Background: an optimization exercise with open tools, aiming at small area, a short achievable clock period and few clock cycles. Do not read the settings as production practice.
RTL that was checked went through simulation tests only; none was proved equivalent to the original.
The RTL of runs 4 and 5 was laid out without a check of its function.
Power and IR drop assume default switching activity.

[flow/run.sh]
#!/bin/bash
# synth_recipe.tcl (not shown) runs the flow's synth.tcl, then flattens the netlist and writes it again
# the make line also repeats each setting of config.mk as NAME=value (left out here)
make -C /OpenROAD-flow-scripts/flow DESIGN_CONFIG=/design/flow/config.mk WORK_HOME=/design/flow/orfs CLKGATE_MAP_FILE= SYNTH_SCRIPT=/design/flow/synth_recipe.tcl finish
[flow/config.mk]
export PLATFORM = sky130hd
export DESIGN_NAME = codma_top
export DESIGN_NICKNAME = codma_top
export VERILOG_FILES = /design/flow/design.v
export SDC_FILE = /design/flow/constraint.sdc
export NUM_CORES = 4
export LEC_CHECK = 0
export CAP_MARGIN = 20
export CORE_MARGIN = 2
export CORE_UTILIZATION = 40
export SLEW_MARGIN = 20
[flow/constraint.sdc]
create_clock -name core_clock -period 6.0 [get_ports {clk_i}]
set_input_delay 1.2000 -clock core_clock [delete_from_list [all_inputs] [get_ports {clk_i}]]
set_output_delay 1.2000 -clock core_clock [all_outputs]
set_load 0.01 [all_outputs]
[flow/design.v]
`timescale 1ns/1ps
package codma_pkg;
    localparam int ADDR_W         = 32;
    localparam int DATA_W         = 32;
    localparam int BYTES_PER_WORD = 4;
    localparam int PKT_WORDS      = 8;
    localparam int BUF_IDX_W      = 3;
    localparam int DESC_WORDS     = 4;
    typedef enum logic [DATA_W-1:0] {
        TASK_SINGLE = 32'd0,
        TASK_BURST  = 32'd1
    } task_type_e;
    typedef enum logic [DATA_W-1:0] {
        STATUS_DONE    = 32'd0,
        STATUS_PENDING = 32'd1,
        STATUS_ERROR   = 32'd2
    } status_e;
    typedef struct packed {
        logic [DATA_W-1:0] kind;
        logic [ADDR_W-1:0] src;
        logic [ADDR_W-1:0] dst;
        logic [DATA_W-1:0] len;
    } task_desc_t;
    typedef enum logic [2:0] {
        CTRL_IDLE,
        CTRL_FETCH,
        CTRL_COPY,
        CTRL_FINISH,
        CTRL_ERROR,
        CTRL_WAIT_STATUS
    } ctrl_state_e;
    typedef enum logic [1:0] {
        COPY_IDLE,
        COPY_READ,
        COPY_WRITE
    } copy_state_e;
endpackage
`timescale 1ns/1ps
module codma_top(
    input  logic                         clk_i,
    input  logic                         reset_n_i,
    input  logic                         start_i,
    input  logic [codma_pkg::ADDR_W-1:0] task_pointer_i,
    input  logic [codma_pkg::ADDR_W-1:0] status_pointer_i,
    output logic                         busy_o,
    output logic                         irq_o,
    output logic                         bus_req_o,
    output logic                         bus_we_o,
    output logic [codma_pkg::ADDR_W-1:0] bus_addr_o,
    output logic [codma_pkg::DATA_W-1:0] bus_wdata_o,
    input  logic [codma_pkg::DATA_W-1:0] bus_rdata_i,
    input  logic                         bus_ack_i,
    input  logic                         bus_error_i
);
    logic fetch_r;      
    logic pend_r;       
    logic read_r;       
    logic write_r;      
    logic fin_r;        
    logic busy_r;
    logic we_r;
    logic irq_r;
    logic pend_err_r;   
    logic burst_r;      
    logic [2:0]  cnt_r;
    logic [31:0] addr_r;    
    logic [31:0] next_r;    
    logic [29:0] words_r;   
    logic [31:0] buf_r [8];  
    logic resp;
    logic [31:0] addr_inc;
    logic desc_ok;
    logic rd_last, wr_last, task_last;
    logic copy_fail, fin_end, fin_retry;
    assign resp      = bus_ack_i | bus_error_i;
    assign addr_inc  = addr_r + 32'd4;
    assign desc_ok   = (bus_rdata_i != 32'd0) &&
                       (buf_r[5][31:1] == 31'd0) &&
                       (buf_r[5][0] ? (bus_rdata_i[4:0] == 5'd0) : (bus_rdata_i[1:0] == 2'd0));
    assign rd_last   = !burst_r || (cnt_r == 3'd7);
    assign wr_last   = rd_last;
    assign task_last = (words_r == 30'd1);
    assign fin_end   = fin_r && (bus_ack_i || (bus_error_i && buf_r[0][1]));
    assign fin_retry = fin_r && bus_error_i && !buf_r[0][1];
    assign busy_o      = busy_r;
    assign irq_o       = irq_r;
    assign bus_req_o   = busy_r;
    assign bus_we_o    = we_r;
    assign bus_addr_o  = addr_r;
    assign bus_wdata_o = buf_r[0];
    always_ff @(posedge clk_i or negedge reset_n_i) begin
        if (!reset_n_i) begin
            fetch_r <= 1'b0;
            pend_r  <= 1'b0;
            read_r  <= 1'b0;
            write_r <= 1'b0;
            fin_r   <= 1'b0;
            busy_r  <= 1'b0;
            we_r    <= 1'b0;
            irq_r   <= 1'b0;
        end else begin
            irq_r <= fin_end;
            if (!busy_r) begin
                if (start_i) begin
                    busy_r  <= 1'b1;
                    fetch_r <= 1'b1;
                end
            end else if (fetch_r) begin
                if (bus_error_i) begin
                    fetch_r <= 1'b0;
                    fin_r   <= 1'b1;
                    we_r    <= 1'b1;
                end else if (bus_ack_i && cnt_r[1:0] == 2'd3) begin
                    fetch_r <= 1'b0;
                    pend_r  <= desc_ok;
                    fin_r   <= !desc_ok;
                    we_r    <= 1'b1;
                end
            end else if (pend_r) begin
                if (resp) begin
                    pend_r <= 1'b0;
                    read_r <= 1'b1;
                    we_r   <= 1'b0;
                end
            end else if (read_r) begin
                if (bus_error_i) begin
                    read_r <= 1'b0;
                    fin_r  <= 1'b1;
                    we_r   <= 1'b1;
                end else if (bus_ack_i && rd_last) begin
                    read_r  <= 1'b0;
                    write_r <= 1'b1;
                    we_r    <= 1'b1;
                end
            end else if (write_r) begin
                if (bus_error_i || (bus_ack_i && task_last)) begin
                    write_r <= 1'b0;
                    fin_r   <= 1'b1;
                end else if (bus_ack_i && wr_last) begin
                    write_r <= 1'b0;
                    read_r  <= 1'b1;
                    we_r    <= 1'b0;
                end
            end else if (fin_end) begin
                fin_r  <= 1'b0;
                busy_r <= 1'b0;
                we_r   <= 1'b0;
            end
        end
    end
    always_ff @(posedge clk_i) begin
        if (!busy_r) begin
            cnt_r      <= 3'd0;
            pend_err_r <= 1'b0;
            addr_r     <= task_pointer_i;
        end else if (fetch_r) begin
            if (bus_error_i) begin
                addr_r <= status_pointer_i;
            end else if (bus_ack_i) begin
                cnt_r <= cnt_r + 3'd1;
                if (cnt_r[1:0] == 2'd3) begin
                    addr_r  <= status_pointer_i;
                    next_r  <= buf_r[6];    
                    burst_r <= buf_r[5][0];
                    words_r <= bus_rdata_i[31:2];
                end else begin
                    addr_r <= addr_inc;
                end
            end
        end else if (pend_r) begin
            if (resp) begin
                cnt_r      <= 3'd0;
                pend_err_r <= bus_error_i;
                addr_r     <= next_r;       
                next_r     <= buf_r[6];     
            end
        end else if (read_r || write_r) begin
            if (bus_error_i) begin
                addr_r <= status_pointer_i;
            end else if (bus_ack_i) begin
                cnt_r <= cnt_r + 3'd1;
                if (write_r) begin
                    words_r <= words_r - 30'd1;
                end
                if (write_r && task_last) begin
                    addr_r <= status_pointer_i;
                end else if (rd_last) begin
                    addr_r <= next_r;
                    next_r <= addr_inc;
                end else begin
                    addr_r <= addr_inc;
                end
            end
        end
    end
    always_ff @(posedge clk_i) begin
        if (resp) begin
            for (int i = 0; i < 7; i++) begin
                buf_r[i] <= buf_r[i + 1];
            end
            buf_r[7] <= bus_rdata_i;
        end
        if (fetch_r && bus_error_i) begin
            buf_r[0] <= codma_pkg::STATUS_ERROR;
        end else if (fetch_r && bus_ack_i && cnt_r[1:0] == 2'd3) begin
            buf_r[0] <= desc_ok ? codma_pkg::STATUS_PENDING : codma_pkg::STATUS_ERROR;
        end else if (read_r && bus_error_i) begin
            buf_r[0] <= codma_pkg::STATUS_ERROR;
        end else if (read_r && bus_ack_i && !burst_r) begin
            buf_r[0] <= bus_rdata_i;
        end else if (write_r && (bus_error_i || (bus_ack_i && task_last))) begin
            buf_r[0] <= (bus_error_i || pend_err_r) ? codma_pkg::STATUS_ERROR : codma_pkg::STATUS_DONE;
        end else if (fin_retry) begin
            buf_r[0] <= codma_pkg::STATUS_ERROR;
        end
    end
endmodule
==> notes.md, run 1 <==
Inserted Clock Buffers 39; highest ir drop seen on vdd 0.280 mV; share of power burned in the clock network 0.294; worst max-slew margin expressed relative to the limit 0.255; ports placed on the boundary 169; initial core utilization 0.407; die width 200 microns; cell at the root of the clock tree clkbuf_16; post-synthesis instance total 1215; Yosys reg bits 363; Register Area 10500 sq um; leakage 6.35 nW; number of sinks handled by clock tree synthesis 363; slew at the pin closest to its max-slew limit 1.11 ns; endpoints failing setup 0; Post-synth top cells edfxtp_1, nand2_1, nor2_1, o21ai_0, a21oi_1; synth unique cells 63; share of the yosys chip area belonging to registers 0.685; switching component of the power 2.69 mW; type of the worst setup path in2reg; Pre-antenna DRT Iters 5; Comb pwr share 0.254; number of antenna-violating nets in the routed design 0; die area 39900 sq um; wire length after detailed routing 42.5 mm; relative contribution of sequential cells to total power 0.452; worst skew pair latency 0.53 ns; Slew Viols, Final 0; wire length per cell after detailed routing 22.1 microns; footprint of the multi-input gates 4520 sq um; minimum setup slack in the final design 2.33 ns; maximum buffer depth of the clock tree 3; post-layout utilization of the core 0.504; synth top area cells edfxtp_1, dfxtp_1, nand2_1; crit share post-route 0.612; worst-path fanout max 18; register clock-pin slew on the reported worst setup and hold paths 0.06 ns; mean number of vias per cell 5.66; Synth Flop Type edfxtp_1; via count of the first global-routing pass 10600; Critical Path Source Type input pin; layout filler cell count 3352; initial antenna violation count 0; DP Wirelength 29.0 mm; most instantiated library cell after synthesis edfxtp_1; fraction of registers with async set or reset after synthesis 0.0220; weighted congestion at the end of routability-driven global placement 0.876; number of instances resized during post-cts repair 0; Hold WC Path Type reg2reg; post-placement cell count 1850; endpoint arrival time on the critical path 4.12 ns; setup tns final 0 ns; share of total power consumed by net switching 0.310; DR vias 10900; largest net degree at the start of global routing 129; worst clock skew 0.0177 ns; Final Net Count 1486; outcome no timing/DRC/antenna violations; average instance area after synthesis 12.6 sq um; # diodes 0; wire length of the first global-routing pass 63.1 mm; number of max-cap violations 0; global-route congestion overflow total 0; Power per Cell Area 457 nW/um^2; final critical path time including I/O delays and setup 3.67 ns; Req. time, crit path 6.44 ns; post-CTS repair timing setup buffer count 0; area inside the core boundary 37700 sq um; violation count after the first detailed-route iteration 1230; Hold WS 0.412 ns; EDFF count, synth 319; Yosys warning count 2; fmax 272 MHz; DRC errors left 0; post-cts hold buffer count 0; die outline height 200 microns; post-synth top area share 0.625; setup repair after global routing missed its margin no; hold violation count in the final report 0; H-tree Lvls 2; CTS tree built; ratio of cells with drive above 1 in the final layout 0.0823; overall global routing resource usage 0.212; Row Count 71; kind of end point of the critical path flop; growth of design area from synthesis to finish 23.9%; Net Count, Synth 1321; mapped cell area 15300 sq um; Yosys top cell by area edfxtp_1; internal power summed over all cells 5.99 mW; Place WS 1.83 ns; final instance count without filler cells 1921; PortBufs 168
==> power groups by stage <==
stage | clock network, mW | logic (mW) | registers [mW]
global route | 2.67 | 2.42 | 3.98
global placement | 0 | 2.15 | 3.96
finish | 2.55 | 2.20 | 3.93
CTS | 2.59 | 2.20 | 3.93
floorplan | 0 | 1.21 | 3.90
detailed placement | 0 | 2.19 | 3.97
==> cells in the final DEF, fill, tap and decap left out, drive strengths merged, types with 4 or more instances in the layout <==
cell and count:
clkinv 11, a22oi 33, o22ai 12, nand2 133, nor4b 4, a2111oi 6
and3 10, dfxtp 36, dfrtp 8, ha 5, o32a 12, a21oi 83
xor2 26, nand3 19, a21o 4, a41oi 5, clkdlybuf4s50 168, bufinv 7
edfxtp 319, or4 6, nand3b 30, a221oi 6, o21ai 86, xnor2 28
a31oi 13, and2 9, inv 19, nor2 88, o31ai 4, nor4 24
nand4 16, or3 9, o211ai 22, buf 26, clkbuf 51, a211oi 20
nor3 19
==> cells by family after synthesis <==
kind of cell	synth area share
simple gates	0.122
flops	0.685
compound gates	0.131
buf+inv	0.0234
xor+xnor	0.0309
fa+ha+maj	0.00408
mux	0.00278
==> layout make-up <==
class                      instances  area share
inverter                          20     0.00415
multi-input combinational        762       0.238
tap                              511      0.0337
sequential                       363       0.553
clock buffer                      51      0.0565
clock inverter                    20      0.0147
timing repair buffer             194      0.0995
==> per-layer routing <==
metal | wire (microns) | global-route usage | vias to the layer above
met4 | 1080 | 0.0672 | 0
met5 | 0 | 0 | -
met3 | 3120 | 0.0353 | 60
met1 | 18100 | 0.299 | 5382
met2 | 20200 | 0.337 | 454
li1 | - | - | 4971
==> metrics by stage <==
stage	cell area, sq um	power [mW]
6_report	19000	8.68
3_3_place_gp	17600	6.11
5_1_grt	19000	9.08
4_1_cts	19000	8.72
3_5_place_dp	17600	6.16
2_1_floorplan	15300	5.10
==> final timing paths <==
check	from	to	slack, ns	depth (start not counted)
max	bus_error_i	buf_r[0][19]$_SDFFE_PP0P_	2.33	8
min in group asynchronous	reset_n_i	irq_r$_DFF_PN0_	0.99	1
max reg2reg	words_r[18]$_DFFE_PP_	addr_r[25]$_DFFE_PP_	2.58	6
min reg2reg	buf_r[2][9]$_DFFE_PN_	buf_r[1][9]$_DFFE_PN_	0.41	0
max in group asynchronous	reset_n_i	fetch_r$_DFFE_PN0P_	4.68	1
min	buf_r[2][9]$_DFFE_PN_	buf_r[1][9]$_DFFE_PN_	0.41	0
==> flip-flops by register name (all words and copies together) (netlist names) <==
signal and count:
buf_r 256, addr_r 32, next_r 32, words_r 30, cnt_r 3, burst_r 1, busy_r 1, fetch_r 1
fin_r 1, irq_r 1, pend_err_r 1, pend_r 1, read_r 1, we_r 1, write_r 1
==> worst max-delay path: stages <==
cell and delay, ns:
clkdlybuf4s50_1 0.83, inv_1 0.56, nand2_1 0.12, a21oi_1 0.17, nor2b_2 0.55, buf_4 0.36
a22oi_1 0.11, a21oi_1 0.18
Testbench counts, summed over its fixed seeds: cycles 33,685.
==> run 2: changes to the inputs <==
--- a/flow/config.mk
+++ b/flow/config.mk
@@ -8,4 +8,5 @@
 export CAP_MARGIN = 20
 export CORE_MARGIN = 2
 export CORE_UTILIZATION = 40
+export SETUP_SLACK_MARGIN = 3.0
 export SLEW_MARGIN = 20
==> run 2 against run 1 <==
Effect of this change:
- sequential power barely moved
- flip-flop and latch count did not move
- non-clock buffer count rose by 6
- clock-buffer cell count rose by 6
- first-iteration DRC count fell by 22%
- sequential share of layout area fell by 0.83 points
- combinational power rose by 5%
- largest cell class unchanged
- highest routed layer unchanged
==> notes.md, run 2 <==
post-synth top area share 0.625 (unchanged); Routed met1 length 18.7 mm (+3.4%); largest registers in the final layout buf_r (256), addr_r (32), next_r (32); Post-synth top cells edfxtp_1, nand2_1, nor2_1, o21ai_0, a21oi_1; largest net degree at the start of global routing 96 (-26%); Req. time, crit path 6.27 ns (-0.17 ns); cell at the root of the clock tree clkbuf_16; worst max-slew margin expressed relative to the limit 0.249 (-0.00628); wire length per cell after detailed routing 22.1 microns (about the same); die outline height 200 microns (unchanged); mapped cell area 15300 sq um (unchanged); wire length of the first global-routing pass 63.1 mm (unchanged); violation count after the first detailed-route iteration 958 (-22%); total power draw 8.81 mW (+1.5%); slew at the pin closest to its max-slew limit 1.13 ns (+0.0179 ns); synth unique cells 63 (unchanged); Yosys warning count 2 (unchanged); maximum buffer depth of the clock tree 3 (unchanged); outcome no timing/DRC/antenna violations; post-synthesis instance total 1215 (unchanged); worst clock skew 0.0207 ns (+0.00296 ns); setup repair after global routing missed its margin no; capturing element of the worst setup path addr_r[25]$_DFFE_PP_; endpoint arrival time on the critical path 3.23 ns (-0.89 ns); logic depth of the worst register-to-register path 6 (unchanged); Slowest Stage Delay on Critical Path 0.57 ns (-0.26 ns); number of sinks handled by clock tree synthesis 363 (unchanged); growth of design area from synthesis to finish 25.8%; synth top area cells edfxtp_1, dfxtp_1, nand2_1; Power per Cell Area 457 nW/um^2 (about the same); Final Net Count 1494 (+0.54%); Slew Viols, Final 0 (unchanged); PortBufs 168 (unchanged); DRC errors left 0 (unchanged); EDFF count, synth 319 (unchanged); Critical Path Source Type flop; Inserted Clock Buffers 40 (+2.6%); initial antenna violation count 1 (+1); series of cell instances along the critical path or4_4 -> or4_4 -> or3_4 -> and2_4 -> and3_4 -> o32a_1; instance count on the critical path 6 (-2); fraction of registers with async set or reset after synthesis 0.0220 (unchanged); setup tns final 0 ns (unchanged); CP most frequent cell or4_4; ports placed on the boundary 169 (unchanged); number of max-cap violations 0 (unchanged); cell family with the largest share of critical-path delay simple AND/OR/NAND/NOR gates; Yosys reg bits 363 (unchanged); number of antenna-violating nets in the routed design 0 (unchanged); Hold WC Path Type reg2reg; area inside the core boundary 37700 sq um (unchanged); H-tree Lvls 2 (unchanged); leakage 6.47 nW (+1.9%); die width 200 microns (unchanged); combined buffer and inverter count along the critical path 0 (-3); capturing point of the worst reg2reg path addr_r[25]$_DFFE_PP_; hold violation count in the final report 0 (unchanged); CTS tree built; slowest CP cell or4_4; kind of end point of the critical path flop; Pre-antenna DRT Iters 5 (unchanged); number of flip-flops in the largest register 256 (unchanged); Synth Flop Type edfxtp_1; met2 wire len 20.6 mm (+1.8%); fmax 339 MHz (+24%); DR vias 10800 (-0.63%); overall global routing resource usage 0.213 (+0.00101); Yosys top cell by area edfxtp_1; post-cts hold buffer count 0 (unchanged); average instance area after synthesis 12.6 sq um (unchanged); share of the yosys chip area belonging to registers 0.685 (unchanged); initial core utilization 0.407 (unchanged); most frequent standard cell in the layout excluding fill and tap cells edfxtp_1; most instantiated library cell after synthesis edfxtp_1; final critical path time including I/O delays and setup 2.95 ns (-0.721 ns); endpoints failing setup 0 (unchanged); crit share post-route 0.492 (-0.120); highest ir drop seen on vdd 0.262 mV (-6.3%); reg2reg setup slack 3.05 ns (+0.47 ns); die area 39900 sq um (unchanged); Net Count, Synth 1321 (unchanged); most frequent cells in the layout edfxtp_1, clkdlybuf4s50_1, nand2_1; mean number of vias per cell 5.60 (-1.1%); worst setup path start words_r[22]$_DFFE_PP_; top routing layer used met4; worst-path fanout max 7 (-11); met3 WL post-DR 2.55 mm (-18%); register clock-pin slew on the reported worst setup and hold paths 0.06 ns (about the same); DP Wirelength 28.3 mm (-2.5%); reg2reg start words_r[22]$_DFFE_PP_; Row Count 71 (unchanged); global-route congestion overflow total 0 (unchanged); type of the worst setup path reg2reg; via count of the first global-routing pass 10400 (-2.6%); weighted congestion at the end of routability-driven global placement 0.870 (-0.63%); worst skew pair latency 0.54 ns (about the same); wire length after detailed routing 42.7 mm (+0.49%); register bank with the most flops buf_r; ratio of cells with drive above 1 in the final layout 0.0987 (+0.0165)
-- run 2: cell counts after synthesis --
Identical to the previous run, type by type.
-- run 2: timing repair --
item / in CTS / in global routing
cloned: 2 / 0
pin swaps: 0 / 6
resized for setup: 19 / 14
setup buffers: 0 / 11
setup endpoints to repair: 387 / 97
-- run 2: area by class of cell --
| class | count | area, sq um |
|---|---|---|
| Antenna cell | 1 | 2.50 |
| Clock buffer | 57 | 1150 |
| Clock inverter | 15 | 260 |
| Fill cell | 3277 | 18400 |
| Inverter | 20 | 78.8 |
| Multi-Input combinational cell | 763 | 4670 |
| Sequential cell | 363 | 10500 |
| Tap cell | 511 | 639 |
| Timing Repair Buffer | 200 | 1980 |
-- run 2: how the worst min path moves through the flow --
stage | startpoint | to | slack, ns | depth (start not counted)
finish | buf_r[2][5]$_DFFE_PN_ | buf_r[1][5]$_DFFE_PN_ | 0.41 | 0
detailed placement | buf_r[2][18]$_DFFE_PN_ | buf_r[1][18]$_DFFE_PN_ | 0.40 | 0
global route | buf_r[7][16]$_DFFE_PN_ | buf_r[6][16]$_DFFE_PN_ | 0.41 | 0
global placement | buf_r[4][28]$_DFFE_PN_ | buf_r[3][28]$_DFFE_PN_ | 0.40 | 0
floorplan | buf_r[2][0]$_DFFE_PN_ | buf_r[1][0]$_DFFE_PN_ | 0.40 | 0
CTS | buf_r[7][16]$_DFFE_PN_ | buf_r[6][16]$_DFFE_PN_ | 0.40 | 0
-- run 2: where the power goes --
part | internal, mW | total, mW | switching (mW)
Combinational | 0.977 | 2.30 | 1.33
Clock | 1.63 | 2.61 | 0.972
Sequential | 3.49 | 3.90 | 0.412
Total | 6.10 | 8.81 | 2.71
-- run 2: cell families after synthesis --
family          after synthesis  share of synthesized area
fa+ha+maj                     5                    0.00408
simple gates                380                      0.122
mux                           4                    0.00278
buf+inv                      90                     0.0234
flops                       363                      0.685
xor+xnor                     54                     0.0309
compound gates              319                      0.131
-- run 2: per-layer routing --
| layer | track usage | vias up |
|---|---|---|
| li1 | - | 5005 |
| met1 | 0.302 | 5341 |
| met2 | 0.340 | 402 |
| met3 | 0.0339 | 51 |
| met4 | 0.0609 | 0 |
| met5 | 0 | - |
-- run 2: worst register-to-register path, stage by stage, from the launching register on --
cell	delay, ns
edfxtp_1	0.42
or4_4	0.57
or4_4	0.53
or3_4	0.43
and2_4	0.24
and3_4	0.17
o32a_1	0.33
-- run 2: metrics by stage --
step | hold slack [ns] | worst slack (ns) | instances | util | cell area, sq um
after floorplan | 0.400 | 0.673 | 1215 | - | 15400
after global placement | 0.401 | 1.78 | 1844 | 0.468 | 17600
after detailed placement | 0.405 | 1.67 | 1844 | 0.468 | 17600
after CTS | 0.404 | 2.95 | 1918 | 0.508 | 19100
after global routing | 0.413 | 3.00 | 1929 | 0.512 | 19300
final | 0.412 | 3.05 | 1930 | 0.512 | 19300
==> run 3: changes to the inputs <==
--- a/flow/config.mk
+++ b/flow/config.mk
@@ -8,5 +8,5 @@
 export CAP_MARGIN = 20
 export CORE_MARGIN = 2
 export CORE_UTILIZATION = 40
-export SETUP_SLACK_MARGIN = 3.0
+export SETUP_SLACK_MARGIN = 3.6
 export SLEW_MARGIN = 20
==> run 3 against run 2 <==
Effect of this change:
- total power is 3.3% higher
- register-to-register slack better by 0.06 ns
- wire length is 6.0% higher
- combinational power is 21% higher
- sequential share of layout area is 3.0 points lower
- synthesized cell count stayed put
- final cell count is 4.8% higher
- via count is 5.4% higher
- non-clock buffer count is 91 higher
- largest power group unchanged
==> notes.md, run 3 <==
outcome no timing/DRC/antenna violations; DRC errors left 0 (unchanged); share of the yosys chip area belonging to registers 0.685 (unchanged); weighted congestion at the end of routability-driven global placement 0.871 (about the same); wire length of the first global-routing pass 65.8 mm (+4.2%); Place WS 2.05 ns (+0.380 ns); minimum setup slack in the final design 3.11 ns (+0.0623 ns); final critical path time including I/O delays and setup 2.89 ns (-0.0623 ns); overall global routing resource usage 0.223 (+0.00999); wire length after detailed routing 45.2 mm (+6.0%); share of total power consumed by net switching 0.319 (+0.0113); PortBufs 168 (unchanged); share of power burned in the clock network 0.272 (-0.024); mean number of vias per cell 5.63 (+0.54%); relative contribution of sequential cells to total power 0.423 (-0.020); endpoints failing setup 0 (unchanged); initial core utilization 0.407 (unchanged); endpoint arrival time on the critical path 3.17 ns (-0.06 ns); capturing point of the worst reg2reg path addr_r[25]$_DFFE_PP_; highest ir drop seen on vdd 0.241 mV (-7.9%); die area 39900 sq um (unchanged); register clock-pin slew on the reported worst setup and hold paths 0.06 ns (about the same); instance count on the critical path 7 (+1); post-synth top area share 0.625 (unchanged); footprint of the multi-input gates 5110 sq um (+9.4%); slowest CP cell or4_4; synth top area cells edfxtp_1, dfxtp_1, nand2_1; Row Count 71 (unchanged); EDFF count, synth 319 (unchanged); Slowest Stage Delay on Critical Path 0.56 ns (about the same); summed area of non-filler cells in the final layout 20400 sq um (+5.9%); most frequent cells in the layout edfxtp_1, nand2_1, buf_4; number of sinks handled by clock tree synthesis 363 (unchanged); via count of the first global-routing pass 10700 (+3.7%); fmax 346 MHz (+2.2%); fraction of registers with async set or reset after synthesis 0.0220 (unchanged); combined buffer and inverter count along the critical path 1 (+1); type of the worst setup path reg2reg; setup repair after global routing missed its margin yes; area inside the core boundary 37700 sq um (unchanged); worst skew pair latency 0.53 ns (about the same); DR vias 11400 (+5.4%); violation count after the first detailed-route iteration 1090 (+14%); Net Count, Synth 1321 (unchanged); Final Net Count 1588 (+6.3%); Yosys reg bits 363 (unchanged); largest net degree at the start of global routing 133 (+39%); DP Wirelength 28.7 mm (+1.3%); WHS Path Cells 0 (unchanged); Yosys top cell by area edfxtp_1; mapped cell area 15300 sq um (unchanged); series of cell instances along the critical path or4_4 -> or4_4 -> or3_4 -> buf_4 -> a31oi_4 -> nor2_1 -> o32a_1; slew at the pin closest to its max-slew limit 1.09 ns (-0.0418 ns); ratio of cells with drive above 1 in the final layout 0.227 (+0.128); logic depth of the worst register-to-register path 7 (+1); Critical Path Source Type flop; layout filler cell count 3223 (-1.6%); worst max-slew margin expressed relative to the limit 0.273 (+0.0246); die outline height 200 microns (unchanged); Req. time, crit path 6.28 ns (about the same); Inserted Clock Buffers 39 (-2.5%); leakage 7.21 nW (+11%); number of flip-flops in the largest register 256 (unchanged); ports placed on the boundary 169 (unchanged); Power per Cell Area 446 nW/um^2 (-2.4%); growth of design area from synthesis to finish 33.3%; Yosys warning count 2 (unchanged); CTS tree built; Register Area 10500 sq um (+0.14%); largest registers in the final layout buf_r (256), addr_r (32), next_r (32); register bank with the most flops buf_r; Hold WS 0.413 ns (+0.00106 ns); global-route congestion overflow total 0 (unchanged); cell area after placement 17800 sq um (+1.1%); number of antenna-violating nets in the routed design 0 (unchanged); kind of end point of the critical path flop; hold violation count in the final report 0 (unchanged); Hold WC Path Type reg2reg; Slew Viols, Final 0 (unchanged); Pre-antenna DRT Iters 7 (+2); maximum buffer depth of the clock tree 3 (unchanged); internal power summed over all cells 6.20 mW (+1.7%); worst clock skew 0.0144 ns (-0.00623 ns); reg2reg setup slack 3.11 ns (+0.06 ns); crit share post-route 0.482 (-0.0104); reg2reg start words_r[25]$_DFFE_PP_; # diodes 0 (-1); Comb pwr share 0.305 (+0.043); H-tree Lvls 2 (unchanged); post-synthesis instance total 1215 (unchanged); average instance area after synthesis 12.6 sq um (unchanged); Post-synth top cells edfxtp_1, nand2_1, nor2_1, o21ai_0, a21oi_1; wire length per cell after detailed routing 22.4 microns (+1.1%); initial antenna violation count 0 (-1); Synth Flop Type edfxtp_1; most instantiated library cell after synthesis edfxtp_1; synth unique cells 63 (unchanged); setup tns final 0 ns (unchanged); worst setup path start words_r[25]$_DFFE_PP_; post-cts hold buffer count 0 (unchanged); cell at the root of the clock tree clkbuf_16; number of max-cap violations 0 (unchanged); worst-path fanout max 7 (unchanged); CP most frequent cell or4_4; cell family with the largest share of critical-path delay simple AND/OR/NAND/NOR gates; most frequent standard cell in the layout excluding fill and tap cells edfxtp_1; switching component of the power 2.91 mW (+7.2%); die width 200 microns (unchanged); capturing element of the worst setup path addr_r[25]$_DFFE_PP_
[run 3: cell families (layout without fill, tap and decap cells)]
family / after synthesis / in the layout / synth area share
and+or+nand+nor: 380 / 384 / 0.122
DFF: 363 / 363 / 0.685
AOI/OAI and AO/OA: 319 / 320 / 0.131
buffers and inverters: 90 / 382 / 0.0234
xor gates and xnor gates: 54 / 54 / 0.0309
adders and majority gates: 5 / 5 / 0.00408
muxes: 4 / 4 / 0.00278
[run 3: cell type report]
type	instances	share of cell area
sequential	363	0.515
multi-input combinational	767	0.250
timing repair buffer	291	0.134
clock buffer	51	0.0536
tap	511	0.0313
clock inverter	20	0.0113
inverter	20	0.00460
[run 3: worst min path at each step]
stage	startpoint	to
after floorplan	buf_r[2][0]$_DFFE_PN_	buf_r[1][0]$_DFFE_PN_
after detailed placement	buf_r[3][0]$_DFFE_PN_	buf_r[2][0]$_DFFE_PN_
final	buf_r[7][28]$_DFFE_PN_	buf_r[6][28]$_DFFE_PN_
after global placement	buf_r[3][28]$_DFFE_PN_	buf_r[2][28]$_DFFE_PN_
after CTS	buf_r[2][19]$_DFFE_PN_	buf_r[1][19]$_DFFE_PN_
after global routing	buf_r[7][20]$_DFFE_PN_	buf_r[6][20]$_DFFE_PN_
[run 3: repair_timing]
item | 4_1_cts | 5_1_grt
resized for setup | 287 | 72
pin swaps | 21 | 31
buffers inserted | 76 | 24
setup endpoints to repair | 474 | 195
gates cloned | 8 | 2
[run 3: power by group through the flow]
stage	registers [mW]	logic, mW	clock network (mW)
floorplan	3.88	1.31	0
detailed placement	3.96	2.26	0
CTS	3.84	2.69	2.51
finish	3.85	2.78	2.47
global placement	3.96	2.22	0
global route	3.90	3.02	2.63
[run 3: stage by stage]
stage / power, mW / util / instances
final: 9.10 / 0.542 / 2023
after global routing: 9.55 / 0.542 / 2023
after CTS: 9.04 / 0.534 / 1997
after detailed placement: 6.23 / 0.473 / 1842
after global placement: 6.18 / 0.473 / 1842
after floorplan: 5.19 / - / 1215
[run 3: layer usage]
layer  vias to the layer above  track usage  share of wire
met2                       483        0.336           0.45
met3                        92       0.0429          0.078
met5                         -            0              0
met4                         0        0.102          0.046
li1                       5204            -              -
met1                      5601        0.314           0.43
==> run 4: changes to the inputs <==
--- a/flow/design.v
+++ b/flow/design.v
@@ -66,6 +66,7 @@
     logic [31:0] addr_r;    
     logic [31:0] next_r;    
     logic [29:0] words_r;   
+    logic        last_r;    
     logic [31:0] buf_r [8];  
     logic resp;
     logic [31:0] addr_inc;
@@ -79,7 +80,7 @@
                        (buf_r[5][0] ? (bus_rdata_i[4:0] == 5'd0) : (bus_rdata_i[1:0] == 2'd0));
     assign rd_last   = !burst_r || (cnt_r == 3'd7);
     assign wr_last   = rd_last;
-    assign task_last = (words_r == 30'd1);
+    assign task_last = last_r;
     assign fin_end   = fin_r && (bus_ack_i || (bus_error_i && buf_r[0][1]));
     assign fin_retry = fin_r && bus_error_i && !buf_r[0][1];
     assign busy_o      = busy_r;
@@ -163,6 +164,7 @@
                     next_r  <= buf_r[6];    
                     burst_r <= buf_r[5][0];
                     words_r <= bus_rdata_i[31:2];
+                    last_r  <= (bus_rdata_i[31:2] == 30'd1);
                 end else begin
                     addr_r <= addr_inc;
                 end
@@ -181,6 +183,7 @@
                 cnt_r <= cnt_r + 3'd1;
                 if (write_r) begin
                     words_r <= words_r - 30'd1;
+                    last_r  <= (words_r == 30'd2);
                 end
                 if (write_r && task_last) begin
                     addr_r <= status_pointer_i;
==> run 4 against run 3 <==
Effect of this change:
- clock power is essentially flat
- die area is 2.8% lower
- flip-flop and latch count grew 1
- sequential power shrank 2%
- total power down 2.3%
- global-route usage fell by 0.43 points
- critical path depth is 5 lower
- clock-buffer cell count shrank 2
- register-to-register slack gained 0.43 ns
- utilization decreased by 0.56 points
- hold slack improved by 0.0014 ns
- first-iteration DRC count increased by 30%
- highest routed layer unchanged
==> notes.md, run 4 <==
number of max-cap violations 0 (unchanged); growth of design area from synthesis to finish 31.9%; DR vias 10600 (-6.5%); maximum buffer depth of the clock tree 3 (unchanged); endpoints failing setup 0 (unchanged); outcome no timing/DRC/antenna violations; number of antenna-violating nets in the routed design 0 (unchanged); number of sinks handled by clock tree synthesis 364 (+0.28%); kind of end point of the critical path output port; fmax 402 MHz (+16%); logic depth of the worst register-to-register path 7 (unchanged); setup tns final 0 ns (unchanged); EDFF count, synth 320 (+0.31%); series of cell instances along the critical path buf_12 -> buf_6; wire length of the first global-routing pass 63.5 mm (-3.4%); most frequent cells in the layout edfxtp_1, nand2_1, nor2_1; ratio of cells with drive above 1 in the final layout 0.237 (+0.0101); WHS Path Cells 0 (unchanged); cell at the root of the clock tree clkbuf_16; most frequent standard cell in the layout excluding fill and tap cells edfxtp_1; endpoint arrival time on the critical path 1.29 ns (-1.88 ns); hold violation count in the final report 0 (unchanged); compound-gate portion of the synthesized area 0.115 (-0.0164); post-synth top area share 0.646 (+0.0203); violation count after the first detailed-route iteration 1412 (+30%); weighted congestion at the end of routability-driven global placement 0.863 (-0.90%); type of the worst setup path reg2out; final critical path time including I/O delays and setup 2.49 ns (-0.403 ns); Post-synth top cells edfxtp_1, nand2_1, nor2_1, clkbuf_1, o21ai_0; reg2reg start words_r[0]$_DFFE_PP_; synth top area cells edfxtp_1, dfxtp_1, nand2_1; post-synthesis instance total 1114 (-8.3%); ports placed on the boundary 169 (unchanged); die area 38800 sq um (-2.8%); PortBufs 168 (unchanged); share of synthesized cell area in and, or, nand and nor gates 0.120 (-0.00240); worst skew pair latency 0.53 ns (about the same); mapped cell area 14900 sq um (-2.8%); Yosys top cell by area edfxtp_1; global-route congestion overflow total 0 (unchanged); initial antenna violation count 1 (+1); capturing point of the worst reg2reg path words_r[13]$_DFFE_PP_; mean number of vias per cell 5.71 (+1.5%); area inside the core boundary 36600 sq um (-2.8%); register clock-pin slew on the reported worst setup and hold paths 0.06 ns (about the same); worst max-slew margin expressed relative to the limit 0.561 (+0.288); area share of fa/ha/maj cells after synthesis 0.00420 (+0.000119); register bank with the most flops buf_r; # diodes 0 (unchanged); die outline height 197 microns (-1.4%); multiplexer area fraction after synthesis 0.00420 (+0.00143); largest registers in the final layout buf_r (256), addr_r (32), next_r (32); share of the yosys chip area belonging to registers 0.707 (+0.0220); synth unique cells 70 (+11%); Net Count, Synth 1220 (-7.6%); CTS tree built; Synth Flop Type edfxtp_1; via count of the first global-routing pass 10100 (-6.0%); leakage 7.17 nW (-0.48%); post-cts hold buffer count 0 (unchanged); worst-path fanout max 4 (-3); largest family of logic cells by synthesized area simple AND/OR/NAND/NOR gates; DRC errors left 0 (unchanged); most instantiated library cell after synthesis edfxtp_1; Row Count 70 (-1.4%); Final Net Count 1473 (-7.2%); Req. time, crit path 4.80 ns (-1.48 ns); Critical Path Source Type flop; layout filler cell count 3087 (-4.2%); Yosys reg bits 364 (+0.28%); DP Wirelength 26.5 mm (-7.6%); setup repair after global routing missed its margin yes; crit share post-route 0.415 (-0.0672); H-tree Lvls 2 (unchanged); fraction of registers with async set or reset after synthesis 0.0220 (-0.0000605); Inserted Clock Buffers 39 (unchanged); wire length after detailed routing 43.1 mm (-4.6%); Slowest Stage Delay on Critical Path 0.50 ns (-0.06 ns); average instance area after synthesis 13.4 sq um (+6.0%); highest ir drop seen on vdd 0.245 mV (+1.6%); worst clock skew 0.0118 ns (-0.00260 ns); initial core utilization 0.407 (about the same); worst setup path start busy_r$_DFF_PN0_; Slew Viols, Final 0 (unchanged); post-layout utilization of the core 0.537 (-0.00559); number of flip-flops in the largest register 256 (unchanged); slew at the pin closest to its max-slew limit 0.652 ns (-0.433 ns); Power per Cell Area 453 nW/um^2 (+1.6%); overall global routing resource usage 0.219 (-0.00429); capturing element of the worst setup path busy_o; die width 197 microns (-1.4%); Hold WC Path Type reg2reg; slowest CP cell dfrtp_4; Yosys warning count 2 (unchanged); Pre-antenna DRT Iters 6 (-1); wire length per cell after detailed routing 23.1 microns (+3.4%); reg2reg setup slack 3.54 ns (+0.43 ns); xor/xnor cell area share of the yosys netlist 0.0265 (-0.00440); largest net degree at the start of global routing 90 (-32%)
-- run 4: cell types whose count changed after synthesis, sizes merged, moves of 14 or more --
cell	change
nor2	+22
o21ai	-28
a221oi	+15
a21oi	-46
o211ai	-21
nand2	-22
nand3b	-30
a211oi	-14
a22o	+29
-- run 4: what timing repair did --
action                     in CTS  in global routing
pin swaps                      23                 22
setup endpoints to repair     483                184
resized for setup             269                 85
buffers inserted               69                 15
cloned                          9                  0
-- run 4: logic make-up after synthesis --
group / Yosys count
fa+ha+maj: 5
mux: 6
flops: 364
compound gates: 243
simple gates: 368
buf+inv: 83
xor+xnor: 45
-- run 4: cell type report --
cell class,count,area [sq um],share of cell area
sequential,364,10600,0.537
multi-input combinational,671,4590,0.234
timing repair buffer,272,2510,0.128
clock buffer,49,1060,0.0542
tap,468,586,0.0298
clock inverter,22,253,0.0129
inverter,18,73.8,0.00376
timing repair inverter,1,5.00,0.000255
-- run 4: worst min path at each step --
stage / startpoint / to
2_1_floorplan: buf_r[2][0]$_DFFE_PN_ / buf_r[1][0]$_DFFE_PN_
3_3_place_gp: buf_r[7][3]$_DFFE_PN_ / buf_r[6][3]$_DFFE_PN_
3_5_place_dp: buf_r[3][3]$_DFFE_PN_ / buf_r[2][3]$_DFFE_PN_
4_1_cts: buf_r[7][22]$_DFFE_PN_ / buf_r[6][22]$_DFFE_PN_
5_1_grt: buf_r[7][24]$_DFFE_PN_ / buf_r[6][24]$_DFFE_PN_
6_report: buf_r[7][22]$_DFFE_PN_ / buf_r[6][22]$_DFFE_PN_
-- run 4: metrics by stage --
stage	instances	hold WS, ns	worst slack, ns	power, mW	instance area [sq um]
2_1_floorplan	1114	0.400	0.272	5.06	15200
3_3_place_gp	1701	0.401	1.74	6.02	17200
3_5_place_dp	1701	0.405	1.65	6.05	17200
4_1_cts	1850	0.410	3.48	8.87	19500
5_1_grt	1865	0.420	3.48	9.30	19600
6_report	1865	0.415	3.51	8.90	19600
-- run 4: critical path: cells and delay by family (launching register included) --
kind	cells	cell delay, ns
buffers and inverters	2	0.26
flip-flops	1	0.50
-- run 4: per-layer routing --
layer	up-vias	GRT usage	part of all wire
met2	498	0.335	0.46
met5	-	0	0
met4	0	0.0551	0.021
li1	4813	-	-
met1	5269	0.327	0.44
met3	64	0.0342	0.082
-- run 4: where the power goes --
group	switching, mW	internal, mW
Clock	0.990	1.48
Combinational	1.50	1.17
Sequential	0.309	3.45
==> run 5: changes to the inputs <==
--- a/flow/config.mk
+++ b/flow/config.mk
@@ -8,5 +8,5 @@
 export CAP_MARGIN = 20
 export CORE_MARGIN = 2
 export CORE_UTILIZATION = 40
-export SETUP_SLACK_MARGIN = 3.6
+export SETUP_SLACK_MARGIN = 3.0
 export SLEW_MARGIN = 20
==> run 5 against run 4 <==
Effect of this change:
- combinational power is 16% lower
- critical endpoint is now addr_r[26]$_DFFE_PP_
- largest power group unchanged
- utilization is 2.5 points lower
- highest routed layer unchanged
- register-to-register slack worse by 0.46 ns
==> notes.md, run 5 <==
Routed met1 length 18.2 mm (-3.8%); worst skew pair latency 0.53 ns (about the same); PortBufs 168 (unchanged); most instantiated library cell after synthesis edfxtp_1; number of flip-flops in the largest register 256 (unchanged); ratio of cells with drive above 1 in the final layout 0.118 (-0.118); Inserted Clock Buffers 39 (unchanged); compound-gate portion of the synthesized area 0.115 (unchanged); ports placed on the boundary 169 (unchanged); mean number of vias per cell 5.71 (about the same); Req. time, crit path 6.26 ns (+1.46 ns); wire length per cell after detailed routing 23.0 microns (-0.55%); Post-synth top cells edfxtp_1, nand2_1, nor2_1, clkbuf_1, o21ai_0; die outline height 197 microns (unchanged); kind of end point of the critical path flop; wire length of the first global-routing pass 60.7 mm (-4.4%); crit share post-route 0.486 (+0.0713); met3 WL post-DR 3.17 mm (-10%); endpoints failing setup 0 (unchanged); number of max-cap violations 0 (unchanged); overall global routing resource usage 0.210 (-0.00867); hold violation count in the final report 0 (unchanged); initial core utilization 0.407 (unchanged); final critical path time including I/O delays and setup 2.92 ns (+0.428 ns); share of the yosys chip area belonging to registers 0.707 (unchanged); share of synthesized cell area in and, or, nand and nor gates 0.120 (unchanged); final instance count without filler cells 1786 (-4.2%); setup tns final 0 ns (unchanged); cell at the root of the clock tree clkbuf_16; violation count after the first detailed-route iteration 1072 (-24%); logic depth of the worst register-to-register path 6 (-1); number of antenna-violating nets in the routed design 0 (unchanged); Synth Flop Type edfxtp_1; average instance area after synthesis 13.4 sq um (unchanged); synth top area cells edfxtp_1, dfxtp_1, nand2_1; register bank with the most flops buf_r; global-route congestion overflow total 0 (unchanged); initial antenna violation count 1 (unchanged); H-tree Lvls 2 (unchanged); setup repair after global routing missed its margin no; synth unique cells 70 (unchanged); Critical Path Source Type flop; endpoint arrival time on the critical path 3.18 ns (+1.89 ns); largest net degree at the start of global routing 88 (-2.2%); EDFF count, synth 320 (unchanged); met2 wire len 18.6 mm (-6.2%); slew at the pin closest to its max-slew limit 0.900 ns (+0.247 ns); leakage 6.50 nW (-9.4%); CTS tree built; area share of fa/ha/maj cells after synthesis 0.00420 (unchanged); WHS Path Cells 0 (unchanged); most frequent standard cell in the layout excluding fill and tap cells edfxtp_1; xor/xnor cell area share of the yosys netlist 0.0265 (unchanged); fmax 343 MHz (-15%); Yosys warning count 2 (unchanged); largest registers in the final layout buf_r (256), addr_r (32), next_r (32); worst max-slew margin expressed relative to the limit 0.395 (-0.166); post-synth top area share 0.646 (unchanged); mapped cell area 14900 sq um (unchanged); multiplexer area fraction after synthesis 0.00420 (unchanged); post-placement cell count 1700 (-0.059%); maximum buffer depth of the clock tree 3 (unchanged); Yosys reg bits 364 (unchanged); DRC errors left 0 (unchanged); worst clock skew 0.0253 ns (+0.0135 ns); most frequent cells in the layout edfxtp_1, clkdlybuf4s50_1, nand2_1; Power per Cell Area 454 nW/um^2 (+0.21%); worst-path fanout max 8 (+4); Slew Viols, Final 0 (unchanged); Pre-antenna DRT Iters 7 (+1); wire length after detailed routing 41.1 mm (-4.8%); post-synthesis instance total 1114 (unchanged); growth of design area from synthesis to finish 25.8%; via count of the first global-routing pass 9665 (-4.2%); reg2reg setup slack 3.08 ns (-0.46 ns); Final Net Count 1393 (-5.4%); top routing layer used met4; fraction of registers with async set or reset after synthesis 0.0220 (unchanged); DR vias 10200 (-4.2%); register clock-pin slew on the reported worst setup and hold paths 0.06 ns (about the same); outcome no timing/DRC/antenna violations; highest ir drop seen on vdd 0.212 mV (-14%); die width 197 microns (unchanged); Row Count 70 (unchanged); area inside the core boundary 36600 sq um (unchanged); Hold WC Path Type reg2reg; weighted congestion at the end of routability-driven global placement 0.889 (+3.0%); die area 38800 sq um (unchanged); DP Wirelength 26.8 mm (+1.1%); Yosys top cell by area edfxtp_1; largest family of logic cells by synthesized area simple AND/OR/NAND/NOR gates; number of sinks handled by clock tree synthesis 364 (unchanged); Net Count, Synth 1220 (unchanged); type of the worst setup path reg2reg
## run 5: cells by family (layout without fill, tap and decap cells)
group / Yosys count / after routing
multiplexers: 6 / 6
other: 0 / 1
AND/OR/NAND/NOR: 368 / 370
adder cells (fa/ha/maj): 5 / 5
AO/OA/AOI/OAI: 243 / 244
XOR/XNOR: 45 / 45
flip-flops: 364 / 364
buffers and inverters: 83 / 283
## run 5: where the power goes
| part | switching (mW) | internal, mW |
|---|---|---|
| sequential | 0.438 | 3.45 |
| clock | 0.967 | 1.41 |
| combinational | 1.22 | 1.01 |
| total | 2.63 | 5.87 |
## run 5: repair_timing
action | CTS | global route
buffers inserted | 5 | 5
setup endpoints to repair | 189 | 44
pin swaps | 4 | 2
resized for setup | 12 | 5
hold buffers | 0 | 0
gates cloned | 4 | 0
## run 5: through the flow
stage | util | area (sq um) | setup WS (ns) | power (mW) | hold WS (ns)
floorplan | - | 15100 | 0.272 | 5.05 | 0.400
CTS | 0.509 | 18600 | 3.03 | 8.51 | 0.402
finish | 0.512 | 18700 | 3.08 | 8.50 | 0.401
global route | 0.512 | 18700 | 3.01 | 8.92 | 0.405
global placement | 0.470 | 17200 | 1.64 | 6.01 | 0.400
detailed placement | 0.470 | 17200 | 1.60 | 6.05 | 0.405
## run 5: metal layers
layer,track usage,vias up
li1,-,4649
met2,0.318,427
met1,0.306,5062
met4,0.0691,0
met3,0.0400,60
met5,0,-
## run 5: worst paths after layout
check / start / to
min reg2reg: buf_r[3][15]$_DFFE_PN_ / buf_r[2][15]$_DFFE_PN_
min in group asynchronous: reset_n_i / pend_r$_DFFE_PN0P_
max reg2reg: addr_r[2]$_DFFE_PP_ / addr_r[26]$_DFFE_PP_
max in group asynchronous: reset_n_i / busy_r$_DFF_PN0_
min: buf_r[3][15]$_DFFE_PN_ / buf_r[2][15]$_DFFE_PN_
max: addr_r[2]$_DFFE_PP_ / addr_r[26]$_DFFE_PP_
## run 5: worst max-delay path, stage by stage, from the launching register on
cell,delay (ns)
edfxtp_1,0.55
ha_1,0.34
nand2_1,0.18
or4_1,0.70
o31ai_1,0.45
a32oi_1,0.17
a211o_1,0.25
## run 5: cell type report
cell class | instances | area (sq um)
multi-input combinational | 670 | 4290
tap | 468 | 586
clock buffer | 50 | 1050
inverter | 18 | 71.3
sequential | 364 | 10500
timing repair buffer | 194 | 1980
fill | 3158 | 17900
antenna | 1 | 2.50
clock inverter | 21 | 220

==> what the ideal ports hide <==
No port has a modelled driver above. Below, the same layouts with a new extraction and two added sets of constraints.
Step 1 assumes that a clkbuf_16 drives the clock port and a buf_2 every other input.
Step 2 times the ports against the registers' clock, not the clock port: input delays grow and output delays shrink by t, the midpoint of the rising clock arrivals with the driver on.
a / b / c = no drivers / after step 1 / after step 2; a / b = the first two.
| run | t, ns | setup slack, ns | hold slack, ns | worst setup path at the end |
|---|---|---|---|---|
| run 1 | 0.574 | 2.326 / 2.313 / 1.739 | 0.412 / 0.412 / 0.412 | input to register |
| run 2 | 0.583 | 3.047 / 3.047 / 2.493 | 0.412 / 0.412 / 0.412 | input to register |
| run 3 | 0.581 | 3.109 / 3.109 / 2.746 | 0.413 / 0.413 / 0.413 | input to register |
| run 4 | 0.577 | 3.512 / 3.460 / 3.108 | 0.415 / 0.415 / 0.415 | input to register |
| run 5 | 0.569 | 3.084 / 3.051 / 2.575 | 0.401 / 0.401 / 0.401 | input to register |
After both steps every run listed still meets setup and hold. For run 1, which loses most, drivers alone change the setup slack by -0.013 ns; drivers and shift together by -0.587 ns.
